Context: an optimization exercise on an open-source flow, tuned for small area, a short achievable clock period and few clock cycles. The choices shown serve that exercise and are no tape-out recipe.
Where RTL was checked, it was by simulation tests only, not by an equivalence proof against the original.
No activity file was given, so power comes from the tool's default toggle rates.

== job 4189 ==
## laser_line_row_center_core
module laser_line_row_center_core (
  input  logic                 clk,
  input  logic                 rst_n,
  input  logic                 in_valid,
  output logic                 in_ready,
  input  logic [PIX_W-1:0]     in_pixel,
  input  logic                 in_frame_start,
  output logic                 out_valid,
  input  logic                 out_ready,
  output logic [ROW_W-1:0]     out_row_index,
  output logic [IDX_W-1:0]     out_center_col,
  output logic                 out_found,
  input  logic                 cfg_we,
  input  logic [CFG_IDX_W-1:0] cfg_idx,
  input  logic [CFG_W-1:0]     cfg_data
);
  logic [11:0] w_arch;
  logic [6:0]  l_arch;
  logic [10:0] wm1;       
  logic [6:0]  len;       
  logic        act;       
  logic        lnz;       
  logic        l1;        
  logic [10:0] tcm1;      
  logic [11:0] w_in;      
  logic [6:0]  l_in;      
  always_comb begin
    if (cfg_data[11] && (cfg_data[10:0] != 11'd0)) w_in = 12'd2048;
    else if (cfg_data[11:1] == 11'd0)              w_in = 12'd2;
    else                                           w_in = cfg_data;
    l_in = (cfg_data[6] && (cfg_data[5:0] != 6'd0)) ? 7'd64 : cfg_data[6:0];
  end
  localparam logic [1:0] ST_RUN = 2'd0, ST_CLR = 2'd1, ST_ADD = 2'd2;
  logic        rst_q;     
  logic [1:0]  st;
  logic        pending;
  logic        owed;
  logic        rdy_r;
  logic        go_r;
  logic [6:0]  sel;       
  logic        a_v, a_fs;
  logic [7:0]  a_pix;
  logic [7:0]  pjr;       
  logic [10:0] c_r;
  ...
export LEC_CHECK = 0
export ABC_CLOCK_PERIOD_IN_PS = 3000
export CAP_MARGIN = 20
export CORE_MARGIN = 2
export CORE_UTILIZATION = 35
export SLEW_MARGIN = 60
create_clock -name core_clock -period 12.0 [get_ports {clk}]
standard.sh (not shown) runs the stock make flow with config.mk's settings and CLKGATE_MAP_FILE= SYNTH_SCRIPT=/design/flow/synth_recipe.tcl, a recipe that flattens the netlist after the stock synthesis.
==> flow/flow/run.sh <==
#!/bin/bash
# Standard ORFS layout; timing repair aims for 3.6 ns of the 12 ns period
# (setup margin 8.4 ns). The SDC and the clock period are unchanged.
set -euo pipefail
bash standard.sh SETUP_SLACK_MARGIN=8.4 finish > orfs_make.log 2>&1
> inputs changed (job 4189 -> job 1622)
# job 4189
export LEC_CHECK = 0
export ABC_CLOCK_PERIOD_IN_PS = 3000
export CAP_MARGIN = 20
export CORE_MARGIN = 2
export CORE_UTILIZATION = 35
export SLEW_MARGIN = 60
create_clock -name core_clock -period 12.0 [get_ports {clk}]
# job 1622
export LEC_CHECK = 0
export ABC_CLOCK_PERIOD_IN_PS = 3000
export CAP_MARGIN = 20
export CORE_MARGIN = 2
export CORE_UTILIZATION = 35
export CTS_CLUSTER_DIAMETER = 100
export CTS_CLUSTER_SIZE = 30
export SLEW_MARGIN = 60
create_clock -name core_clock -period 12.0 [get_ports {clk}]
### Flow results
- Wire: job 1622 routes less than job 4189
- The critical path data required time of job 1622 is higher than that of job 4189.
- Between job 1622 and job 4189, fraction of power consumed by the clock network is higher for job 4189, job 1622 comes in under that.
- Relative to job 4189, the maximum frequency from static timing analysis measured on job 1622 has increased slightly.
No run of this note included a check of the RTL's function; only the layout flow was run.

* * *

Another version of the RTL of laser_line_row_center_core (not shown whole).
Size in the first run: roughly 800 flip-flops, about 37000 um^2 of cells after synthesis.
Settings: LEC_CHECK=0, ABC_CLOCK_PERIOD_IN_PS=3000, CAP_MARGIN=20, CORE_MARGIN=2, CORE_UTILIZATION=35, SLEW_MARGIN=60; clock period 12.0 ns.
Scripts as last shown in full above: flow/flow/run.sh
The first run produced a clean layout.
Testbench counts at the start, summed over its fixed seeds: cycles 49,016.
Change:
==> flow/run.sh (new file) <==
#!/bin/bash
# synth_recipe.tcl (not shown) runs the flow's synth.tcl, then flattens the netlist and writes it again
# the make line also repeats each setting of config.mk as NAME=value (left out here)
make -C /OpenROAD-flow-scripts/flow DESIGN_CONFIG=/design/flow/config.mk WORK_HOME=/design/flow/orfs CLKGATE_MAP_FILE= SYNTH_SCRIPT=/design/flow/synth_recipe.tcl finish
SETUP_SLACK_MARGIN = 5   (was not set)
removed: flow/flow/run.sh
removed: flow/standard.sh
- core utilization increases by 0.14 points
- count of clock-buffer cells in the layout rose by 1
- cell count went down by 0.38%
- sequential share of layout area falls by 0.22 points
- clock skew grows by 0.013 ns
- global-route usage fell by 0.23 points
- worst setup slack degrades by 0.48 ns

* * *

run 1:
Another version of the RTL of laser_line_row_center_core (not shown whole).
For scale: about 2700 cells after synthesis, about 53 I/O pins.
==> flow/config.mk <==
export PLATFORM = sky130hd
export DESIGN_NAME = laser_line_row_center_core
export DESIGN_NICKNAME = laser_line_row_center_core
export VERILOG_FILES = /design/flow/design.v
export SDC_FILE = /design/flow/constraint.sdc
export NUM_CORES = 4
export LEC_CHECK = 0
export ABC_CLOCK_PERIOD_IN_PS = 3000
export CAP_MARGIN = 20
export CORE_MARGIN = 2
export CORE_UTILIZATION = 35
export SLEW_MARGIN = 60
==> flow/constraint.sdc <==
create_clock -name core_clock -period 12.0 [get_ports {clk}]
set_input_delay 2.4000 -clock core_clock [delete_from_list [all_inputs] [get_ports {clk}]]
set_output_delay 2.4000 -clock core_clock [all_outputs]
set_load 0.01 [all_outputs]
==> flow/flow/run.sh <==
#!/bin/bash
# Standard ORFS layout; timing repair aims for 3.6 ns of the 12 ns period
# (setup margin 8.4 ns). The SDC and the clock period are unchanged.
set -euo pipefail
bash standard.sh SETUP_SLACK_MARGIN=8.4 finish > orfs_make.log 2>&1
No stage failed in run 1, and the final checks on the layout all came back clean.
#### Input delta (run 2 over run 1)
Settings: an added CTS_CLUSTER_DIAMETER of 80; a change of CORE_UTILIZATION from 35 to 55; an added CTS_CLUSTER_SIZE of 24; a deleted ABC_CLOCK_PERIOD_IN_PS that had been 3000; a change of SLEW_MARGIN from 60 to 20.
--- outcome ---
Run 2 | status: complete | timing, DRC, antenna: pass. Of the two values seen for kind of critical path, flop to flop was produced by run 2 and flop to primary output by run 1. Compared to run 1, run 2 has routed via count 207 lower. Changes observed in run 2 relative to run 1: area growth from synthesis to layout lost 6.8 points, tightest slew margin relative to the limit decreased 34 points, total power shows a reduction of 900 µW.
diff inputs: run 2 => run 3
Settings: a change of SLEW_MARGIN from 20 to 60; an added ABC_CLOCK_PERIOD_IN_PS of 3000.
[summary]
In run 3 relative to run 2, area of placed instances had gone up slightly. Between run 2 and run 3, count of clock-buffer cells in the layout is higher for run 2, run 3 comes in under that. In the flow results for run 2 and run 3, the antenna diode instance count is larger on run 2.
No run of this note included a check of the RTL's function; only the layout flow was run.

* * *

## run A
Another version of the RTL of laser_line_row_center_core (not shown whole).
Size: about 770 flip-flops, about 53 I/O pins, about 0.034 mm^2 of cells after synthesis.
==> flow/config.mk <==
export PLATFORM = sky130hd
export DESIGN_NAME = laser_line_row_center_core
export DESIGN_NICKNAME = laser_line_row_center_core
export VERILOG_FILES = /design/flow/design.v
export SDC_FILE = /design/flow/constraint.sdc
export NUM_CORES = 4
export LEC_CHECK = 0
export CAP_MARGIN = 20
export CORE_MARGIN = 2
export CORE_UTILIZATION = 55
export CTS_CLUSTER_DIAMETER = 90
export CTS_CLUSTER_SIZE = 27
export SLEW_MARGIN = 60
==> flow/constraint.sdc <==
create_clock -name core_clock -period 12.0 [get_ports {clk}]
set_input_delay 2.4000 -clock core_clock [delete_from_list [all_inputs] [get_ports {clk}]]
set_output_delay 2.4000 -clock core_clock [all_outputs]
set_load 0.01 [all_outputs]
==> flow/flow/run.sh <==
#!/bin/bash
# Standard ORFS layout (the standard.sh, standard synthesis unchanged);
# only the timing repair is asked for more: a setup margin of 8.45 ns, so it
# works towards about 3.55 ns of the 12 ns period. The SDC, the clock period
# and the IO constraints are unchanged. make's full output goes to
# orfs_make.log; ORFS keeps each step's log under orfs/logs.
set -euo pipefail
bash standard.sh SETUP_SLACK_MARGIN=8.45 finish > orfs_make.log 2>&1
Testbench counts of run A, summed over its fixed seeds: cycles 48,992.
Edits applied to the flow inputs when going from run A to run B:
- SLEW_MARGIN: 60 -> 40
- CTS_CLUSTER_SIZE: 27 -> 24
- CTS_CLUSTER_DIAMETER: 90 -> 80
Findings:
- Relative to run A, the area share of buffers outside the clock network of run B is lower by 0.56 points.
- Clock tree cell share of total cell area across run B and run A: no real change.
- Run B: post-layout utilization of the core is 0.43 points lower than what run A reported.
- The minimum clock period number comes out higher for run B vs run A.
- ~same minimum hold slack in run B and run A
- Re number of cells in the design after placement: run B is 0.50% down on run A.
Modified inputs, run C compared to run B
- swapping 55 for 65 in CORE_UTILIZATION
- swapping 40 for 60 in SLEW_MARGIN
- Worst supply voltage drop on vdd: run C better than run B
- Worst setup slack, run B and run C: smaller value in run B
- In the metrics for run B and run C, the one carrying the lower areal power density over the cells is run C.
- Mean routed wirelength per cell delta (run B -> run C): insignificant
- Diff run C..run B | cell-internal power | negligible
- When run C is measured against run B, its count of instances resized after the clock tree is built turns out 6 lower.
- Vias: run C above run B
Edits applied to the flow inputs when going from run C to run D:
- a change of CORE_UTILIZATION from 65 to 55
Findings:
Re worst setup slack: run D and run C aren't equal, and the lower value belongs to run C.
Changes observed in run D relative to run C: sum of routed wire length over all layers went up about 3.4%; first-pass iteration count of the detailed router went down by 1; sequential share of cell area fell 0.36 points; power share of the clock group climbed 0.3 points.
For the layout overhead on the synthesized area, run D came in 0.76 points higher than run C did.

* * *

== lane 1 ==
laser_line_row_center_core, a different RTL version from the one above (not shown whole).
Size: ~2,600 cells after synthesis, ~760 flip-flops, about 33,000 um^2 of cells after synthesis.
Settings: LEC_CHECK=0, ABC_CLOCK_PERIOD_IN_PS=3000, CAP_MARGIN=20, CORE_MARGIN=2, CORE_UTILIZATION=35, CTS_BUF_LIST=sky130_fd_sc_hd__clkbuf_4 sky130_fd_sc_hd__clkbuf_8, CTS_CLUSTER_SIZE=20, SLEW_MARGIN=60; clock period 12.0 ns.
==> flow/flow/run.sh <==
#!/bin/bash
# Standard ORFS layout; timing repair aims for 3.6 ns of the 12 ns period
# (setup margin 8.4 ns). The SDC and the clock period are unchanged.
set -euo pipefail
bash standard.sh SETUP_SLACK_MARGIN=8.4 finish > orfs_make.log 2>&1
Having completed the whole flow, lane 1 delivered a layout that passed the timing, design-rule and antenna checks.
[inputs] lane 2 vs lane 1
--- a/flow/config.mk
+++ b/flow/config.mk
@@ -12,2 +12,2 @@
-export CTS_BUF_LIST = sky130_fd_sc_hd__clkbuf_4 sky130_fd_sc_hd__clkbuf_8
-export CTS_CLUSTER_SIZE = 20
+export CTS_BUF_LIST = sky130_fd_sc_hd__clkbuf_8
+export CTS_CLUSTER_SIZE = 30
Notes after the runs:
Lane 2 did not stop at any stage, and its layout met the timing, design-rule and antenna checks.
Sort lane 2 and lane 1 by transition at the pin with the smallest max-transition slack, ascending, and lane 2 comes first.
Per the comparison of lane 2 with lane 1, cell count comparable, buffer levels on the longest clock path roughly the same, sequential share of layout area rose by 0.17 points.
No run of this note included a check of the RTL's function; only the layout flow was run.

* * *

P:
laser_line_row_center_core, a different RTL version from the one above (not shown whole).
For scale: roughly 770 flip-flops, ~53 I/O pins, about 34000 sq um of cells after synthesis.
export LEC_CHECK = 0
export CAP_MARGIN = 20
export CORE_MARGIN = 2
export CORE_UTILIZATION = 55
export CTS_CLUSTER_DIAMETER = 80
export CTS_CLUSTER_SIZE = 24
export SLEW_MARGIN = 60
create_clock -name core_clock -period 12.0 [get_ports {clk}]
==> flow/flow/run.sh <==
#!/bin/bash
# Standard ORFS layout (the standard.sh, standard synthesis unchanged);
# only the timing repair is asked for more: a setup margin of 8.45 ns, so it
# works towards about 3.55 ns of the 12 ns period. The SDC, the clock period
# and the IO constraints are unchanged. make's full output goes to
# orfs_make.log; ORFS keeps each step's log under orfs/logs.
set -euo pipefail
bash standard.sh SETUP_SLACK_MARGIN=8.55 finish > orfs_make.log 2>&1
Testbench counts of P, summed over its fixed seeds: cycles 48,992.
Input-level comparison between Q and P:
--- a/flow/flow/run.sh
+++ b/flow/flow/run.sh
@@ -7,2 +7,2 @@
 set -euo pipefail
-bash standard.sh SETUP_SLACK_MARGIN=8.55 finish > orfs_make.log 2>&1
+bash standard.sh SETUP_SLACK_MARGIN=8.45 finish > orfs_make.log 2>&1
[summary]
- The higher layout buffer count excluding clock buffers came out of P.
- Q closes out successfully: all stages finished, all timing, DRC and antenna checks passed.
- Q vs P: net total in the final layout down in Q
- Total of endpoints with negative setup slack in the final report came out exactly the same in P and Q.
- Detailed-routing wirelength on met1, P and Q, higher one = P.
- Of P and Q, the run reporting the higher wire length of the first global-routing pass was P.
- Relative to P, the depth of the most critical reg-to-reg path of Q is lower by 1.

## what the ideal ports hide
The results above use ideal ports. As a check the final layouts listed here were re-extracted and re-timed, cells and wires unchanged.
Step 1, drivers: a clkbuf_16 drives clk and a buf_2 each remaining input, both assumed.
Step 2, shift: input delay + t, output delay - t, t = (earliest + latest rising clock arrival at the registers) / 2. This alone moves slack from input paths to output paths.
a / b / c = ideal ports / drivers / drivers and shift; a / b = the first two.
| run | shift t [ns] | slack for setup (ns) | hold WS [ns] | worst setup path at the end |
|---|---|---|---|---|
| job 4189 | 0.704 | 8.149 / 8.149 / 7.847 | 0.323 / 0.323 / 0.323 | input to register |
| job 1622 | 0.745 | 8.199 / 8.199 / 7.814 | 0.326 / 0.326 / 0.326 | input to register |
| the first run of note 2 | 0.708 | 8.421 / 8.356 / 8.070 | 0.324 / 0.324 / 0.324 | input to register |
| the second run of note 2 | 0.703 | 7.937 / 7.873 / 7.945 | 0.326 / 0.326 / 0.326 | register to register |
| run 1 | 0.705 | 8.451 / 8.384 / 7.858 | 0.304 / 0.304 / 0.304 | input to register |
| run 2 | 0.664 | 8.387 / 8.387 / 7.832 | 0.314 / 0.314 / 0.314 | input to register |
| run 3 | 0.673 | 8.446 / 8.377 / 7.885 | 0.333 / 0.333 / 0.333 | input to register |
| run A | 0.679 | 8.499 / 8.438 / 7.892 | 0.335 / 0.335 / 0.335 | input to register |
| run B | 0.670 | 8.472 / 8.426 / 7.924 | 0.335 / 0.335 / 0.335 | input to register |
| run C | 0.667 | 8.479 / 8.421 / 7.855 | 0.332 / 0.332 / 0.332 | input to register |
| run D | 0.691 | 8.486 / 8.421 / 7.877 | 0.334 / 0.334 / 0.334 | input to register |
| lane 1 | 0.813 | 7.527 / 7.527 / 7.527 | 0.327 / 0.327 / 0.327 | register to register |
| lane 2 | 0.814 | 7.522 / 7.522 / 7.522 | 0.327 / 0.327 / 0.327 | register to register |
| P | 0.680 | 8.489 / 8.419 / 7.923 | 0.334 / 0.334 / 0.334 | input to register |
| Q | 0.672 | 8.500 / 8.438 / 7.926 | 0.332 / 0.332 / 0.332 | input to register |
After both steps setup and hold are still met in every run listed. The setup slack of run C, which loses most, moves by -0.058 ns with the drivers and by -0.624 ns with both steps.
